This is an optimization exercise on Yosys and OpenROAD, whose aim is small area, a short achievable clock period and few clock cycles per item, not a production implementation. At most, simulation tests tie the RTL to the original design; equivalence was not proved. The flow treats the clock pin as an ideal source, which a real chip does not have. Power is estimated from default activity; no workload was simulated.

==> inputs of juniper <==
// cnn_dvcon
module cnn_dvcon
(
  input  logic               aclk,
  input  logic               aresetn,
  input  logic [cnn_dvcon_pkg::TDATA_W-1:0] s_axis_tdata,
  input  logic               s_axis_tvalid,
  output logic               s_axis_tready,
  output logic [cnn_dvcon_pkg::ACC_W-1:0]   m_axis_tdata,
  output logic               m_axis_tvalid,
  input  logic               m_axis_tready
);
clock: 8.0 ns
lec_check: 0
cap_margin: 20
core_margin: 2
core_utilization: 40
slew_margin: 20
synth_hierarchical: 1
standard.sh (not shown) runs the stock make flow with config.mk's settings and CLKGATE_MAP_FILE= SYNTH_SCRIPT=/design/flow/synth_recipe.tcl, a recipe that flattens the netlist after the stock synthesis.
==> flow/flow/run.sh <==
#!/bin/bash
# Standard layout (the standard.sh), except that the port buffers are
# sky130_fd_sc_hd__buf_2 cells rather than the delay cells buffer_ports picks by default.
set -e
export BUFFER_PORTS_ARGS="-buffer_cell sky130_fd_sc_hd__buf_2"
bash standard.sh > standard_flow.log 2>&1
==> inputs of sierra, as changes to juniper <==
--- a/flow/design.v
+++ b/flow/design.v
@@ -27,10 +27,18 @@
   output logic co
 );
   assign s  = a ^ b;
   assign co = a & b;
 endmodule
+module cnn_dvcon_en
+(
+  input  logic m_valid,
+  input  logic m_ready,
+  output logic en
+);
+  assign en = !m_valid || m_ready;
+endmodule
 module cnn_dvcon_bsel
 (
   input  logic one,
   input  logic two,
   input  logic neg,
@@ -1929,12 +1937,12 @@
   logic r1_fs_558;
   logic r1_hs_9;
   logic en;
   logic [ACC_W-1:0] rowa, rowb, msum, sum;
   logic [2:1] vld;
-  assign en = !m_axis_tvalid || m_axis_tready;
-  assign s_axis_tready = en;
+  cnn_dvcon_en u_en (.m_valid(m_axis_tvalid), .m_ready(m_axis_tready), .en(en));
+  cnn_dvcon_en u_rdy (.m_valid(m_axis_tvalid), .m_ready(m_axis_tready), .en(s_axis_tready));
   assign m_axis_tvalid = vld[2];
   always_ff @(posedge aclk or negedge aresetn)
     if (!aresetn) vld <= '0;
     else if (en) vld <= {vld[1:1], s_axis_tvalid};
   assign pp_0_0_0 = ~(s_axis_tdata[64] & s_axis_tdata[136]);
==> flow/flow/run.sh (replaced) <==
#!/bin/bash
# Standard layout (the standard.sh) with two changes:
#  - the port buffers are sky130_fd_sc_hd__buf_2 cells rather than the delay cells
#    buffer_ports picks by default;
#  - clock tree synthesis builds from clkbuf_4/clkbuf_8 and adds no dummy
#    load cells (otherwise the same clock_tree_synthesis arguments as ORFS).
set -e
export BUFFER_PORTS_ARGS="-buffer_cell sky130_fd_sc_hd__buf_2"
export CTS_ARGS="-sink_clustering_enable -repair_clock_nets -dont_use_dummy_load -buf_list {sky130_fd_sc_hd__clkbuf_4 sky130_fd_sc_hd__clkbuf_8}"
bash standard.sh > standard_flow.log 2>&1
Settings changed: CORE_UTILIZATION 40 to 65, CTS_BUF_LIST set to sky130_fd_sc_hd__clkbuf_4 sky130_fd_sc_hd__clkbuf_8, PLACE_DENSITY set to 0.75, SETUP_SLACK_MARGIN set to 4.0.
==> inputs of yarrow, as changes to juniper <==
--- a/flow/design.v
+++ b/flow/design.v
@@ -27,10 +27,18 @@
   output logic co
 );
   assign s  = a ^ b;
   assign co = a & b;
 endmodule
+module cnn_dvcon_en
+(
+  input  logic m_valid,
+  input  logic m_ready,
+  output logic en
+);
+  assign en = !m_valid || m_ready;
+endmodule
 module cnn_dvcon_bsel
 (
   input  logic one,
   input  logic two,
   input  logic neg,
@@ -1929,12 +1937,12 @@
   logic r1_fs_558;
   logic r1_hs_9;
   logic en;
   logic [ACC_W-1:0] rowa, rowb, msum, sum;
   logic [2:1] vld;
-  assign en = !m_axis_tvalid || m_axis_tready;
-  assign s_axis_tready = en;
+  cnn_dvcon_en u_en (.m_valid(m_axis_tvalid), .m_ready(m_axis_tready), .en(en));
+  cnn_dvcon_en u_rdy (.m_valid(m_axis_tvalid), .m_ready(m_axis_tready), .en(s_axis_tready));
   assign m_axis_tvalid = vld[2];
   always_ff @(posedge aclk or negedge aresetn)
     if (!aresetn) vld <= '0;
     else if (en) vld <= {vld[1:1], s_axis_tvalid};
   assign pp_0_0_0 = ~(s_axis_tdata[64] & s_axis_tdata[136]);
==> flow/flow/run.sh (replaced) <==
#!/bin/bash
# Standard layout (the standard.sh), except that the port buffers are
# sky130_fd_sc_hd__buf_2 cells rather than the delay cells buffer_ports picks by default.
set -e
export BUFFER_PORTS_ARGS="-buffer_cell sky130_fd_sc_hd__buf_2"
export CTS_ARGS="-sink_clustering_enable -repair_clock_nets -dont_use_dummy_load -buf_list {sky130_fd_sc_hd__clkbuf_4 sky130_fd_sc_hd__clkbuf_8}"
bash standard.sh > standard_flow.log 2>&1
Settings changed: CTS_BUF_LIST set to sky130_fd_sc_hd__clkbuf_4 sky130_fd_sc_hd__clkbuf_8, SETUP_SLACK_MARGIN set to 4.0.
==> comparison <==
Register-to-register slack is about the same in juniper and yarrow. In count of clock-buffer cells in the layout, yarrow and sierra do not differ. In area after synthesis, yarrow and sierra do not differ. Power, lowest first: yarrow, juniper, sierra. In sierra the clock skew is higher than in juniper, by 0.018 ns. Against juniper, the combinational power of sierra is higher by about 9%. Wire length, lowest first: sierra, juniper, yarrow.
Testbench counts of sierra, summed over its fixed seeds: cycles 16,016, items 16,000.
Testbench counts of yarrow, summed over its fixed seeds: cycles 16,016, items 16,000.
Only the layout flow was run in juniper; the RTL was not checked for function there.

==> 11-25: inputs <==
cnn_dvcon, a different RTL version from the one above (not shown whole).
Settings: LEC_CHECK=0, CAP_MARGIN=20, CORE_MARGIN=2, CORE_UTILIZATION=40, SETUP_SLACK_MARGIN=3, SLEW_MARGIN=20, SYNTH_HIERARCHICAL=1; clock period 8.0 ns.
run.sh (not shown) runs the stock make flow with config.mk's settings and CLKGATE_MAP_FILE= SYNTH_SCRIPT=/design/flow/synth_recipe.tcl, a recipe that flattens the netlist after the stock synthesis.
Stock flow here: none of the scripts above is used.
==> 05-26: changes against 11-25 <==
--- a/flow/design.v
+++ b/flow/design.v
@@ -16,12 +16,23 @@
   output logic s,
   output logic co
 );
   assign s  = a ^ b ^ c;
   assign co = (a & b) | (a & c) | (b & c);
 endmodule
+module cnn_dvcon_bsel
+(
+  input  logic one,
+  input  logic two,
+  input  logic neg,
+  input  logic x1,
+  input  logic x0,
+  output logic p
+);
+  assign p = ((one & x1) | (two & x0)) ^ neg;
+endmodule
 import cnn_dvcon_pkg::*;
 module cnn_dvcon
 (
   input  logic               aclk,
   input  logic               aresetn,
   input  logic [cnn_dvcon_pkg::TDATA_W-1:0] s_axis_tdata,
@@ -2987,12 +2998,12 @@
       r0_fc_530 <= fc_530;
       r0_fs_533 <= fs_533;
       r0_fc_531 <= fc_531;
       r0_fs_534 <= fs_534;
       r0_fc_534 <= fc_534;
     end
-  assign rowa = {1'b1, r0_fc_534, fs_559, fs_558, fs_556, fc_552, fc_550, fc_548, fc_545, fs_545, fc_540, fc_538, fc_537, fs_537, fs_535, r0_fs_96, r0_fs_60, r0_fs_33, r0_fs_14, r0_fs_3};
-  assign rowb = {1'b0, fc_559, 1'b0, 1'b0, 1'b0, fs_554, fs_552, fs_550, fs_548, 1'b0, fs_542, fs_540, fs_538, 1'b0, 1'b0, 1'b0, 1'b0, 1'b0, 1'b0, 1'b0};
+  assign rowa = {1'b1, r0_fc_534, fs_559, fs_558, fs_556, fc_552, fs_552, fc_548, fc_545, fs_545, fc_540, fc_538, fc_537, fs_537, fs_535, r0_fs_96, r0_fs_60, r0_fs_33, r0_fs_14, r0_fs_3};
+  assign rowb = {1'b0, fc_559, 1'b0, 1'b0, 1'b0, fs_554, fc_550, fs_550, fs_548, 1'b0, fs_542, fs_540, fs_538, 1'b0, 1'b0, 1'b0, 1'b0, 1'b0, 1'b0, 1'b0};
   assign msum = rowa + rowb;
   assign sum = ~msum;
   assign m_axis_tdata = sum;
 endmodule
==> flow/flow/run.sh (new file) <==
#!/bin/bash
# Standard layout (the standard.sh), except that the port buffers are
# sky130_fd_sc_hd__buf_2 cells rather than the delay cells buffer_ports picks by default.
set -e
export BUFFER_PORTS_ARGS="-buffer_cell sky130_fd_sc_hd__buf_2"
bash standard.sh > standard_flow.log 2>&1
==> flow/standard.sh (new file) <==
#!/bin/bash
# synth_recipe.tcl (not shown) runs the flow's synth.tcl, then flattens the netlist and writes it again
# the make line also repeats each setting of config.mk as NAME=value (left out here)
make -C /OpenROAD-flow-scripts/flow DESIGN_CONFIG=/design/flow/config.mk WORK_HOME=/design/flow/orfs CLKGATE_MAP_FILE= SYNTH_SCRIPT=/design/flow/synth_recipe.tcl "${@:-finish}"
==> flow/config.mk (replaced) <==
export PLATFORM = sky130hd
export DESIGN_NAME = cnn_dvcon
export DESIGN_NICKNAME = cnn_dvcon
export VERILOG_FILES = /design/flow/design.v
export SDC_FILE = /design/flow/constraint.sdc
export NUM_CORES = 4
export LEC_CHECK = 0
export CAP_MARGIN = 20
export CORE_MARGIN = 2
export CORE_UTILIZATION = 70
export PLACE_DENSITY = 0.8
export SLEW_MARGIN = 20
export SYNTH_HIERARCHICAL = 1
removed: flow/run.sh
==> flow_metrics.py <==
metrics = {
    "route": {
        "wl_um": 58200,
        "drtIter0Drc": 1987,
        "dr_wl_met2_um": 25100,
        "drt_pass1_iterations": 10,
    },
    "cells_and_area": {
        "layout-drive-gt1-share_pct": 12.4,
        "stdcell_area_um2": 17100,
    },
    "power": {
        "pg_comb_mw": 8.10,
        "p_clk_share_pct": 2.5,
    },
    "run_status": {
        "outcome": "finished clean",
    },
    "global_routing": {
        "grt_pass1_wl_um": 86300,
        "met1_usage_pct": 63.4,
    },
    "placed_design": {
        "post_dp_cell_area_um2": 17000,
    },
}
# the run above: 05-26

==> flow_metrics.py <==
metrics = {
    "run_status": {
        "outcome": "finished clean",
    },
    "route": {
        "wl_um": 57600,
        "dr_wl_met2_um": 28200,
    },
    "power": {
        "pg_comb_mw": 9.50,
    },
    "placed_design": {
        "post_dp_cell_area_um2": 18700,
    },
    "global_routing": {
        "met1_usage_pct": 37.4,
        "grt_pass1_wl_um": 83200,
    },
}
# the run above: 11-25

Testbench counts of 05-26, summed over its fixed seeds: cycles 16,008, items 16,000.
No functional check of the RTL was part of 11-25.

-- re-timing with driven ports --
The results above use ideal ports. As a check the final layouts listed here were re-extracted and re-timed, cells and wires unchanged. Step 1 (the two cells are an assumption about what drives the block):
set clk [get_ports {aclk}]
set_driving_cell -lib_cell sky130_fd_sc_hd__clkbuf_16 $clk
set_driving_cell -lib_cell sky130_fd_sc_hd__buf_2 [delete_from_list [all_inputs] $clk]
Step 2 adds t to the input delays and takes it off the output delays; t is the mean of the earliest and latest rising clock arrival at the registers after step 1. Input paths then give back, and output paths get back, about the clock's delay inside the block. a / b / c = no drivers / after step 1 / after step 2; a / b = the first two.
run | shift t [ns] | slack for setup (ns) | worst setup path after step 2 | clock arrival spread, ns | cell pins on the clock port's net
juniper | 0.485 | 4.005 / 3.984 / 3.544 | input to register | 0.020 / 0.020 | 1
sierra | 0.509 | 4.120 / 4.147 / 3.638 | input to register | 0.036 / 0.036 | 1
yarrow | 0.524 | 4.111 / 4.137 / 3.613 | input to register | 0.039 / 0.039 | 1
11-25 | 0.373 | 2.701 / 2.648 / 2.485 | input to register | 0.018 / 0.018 | 1
05-26 | 0.349 | 2.358 / 2.372 / 2.025 | input to register | 0.014 / 0.014 | 1
After both steps setup and hold are still met in every run listed. The setup slack of yarrow, which loses most, moves by +0.026 ns with the drivers and by -0.498 ns with both steps.
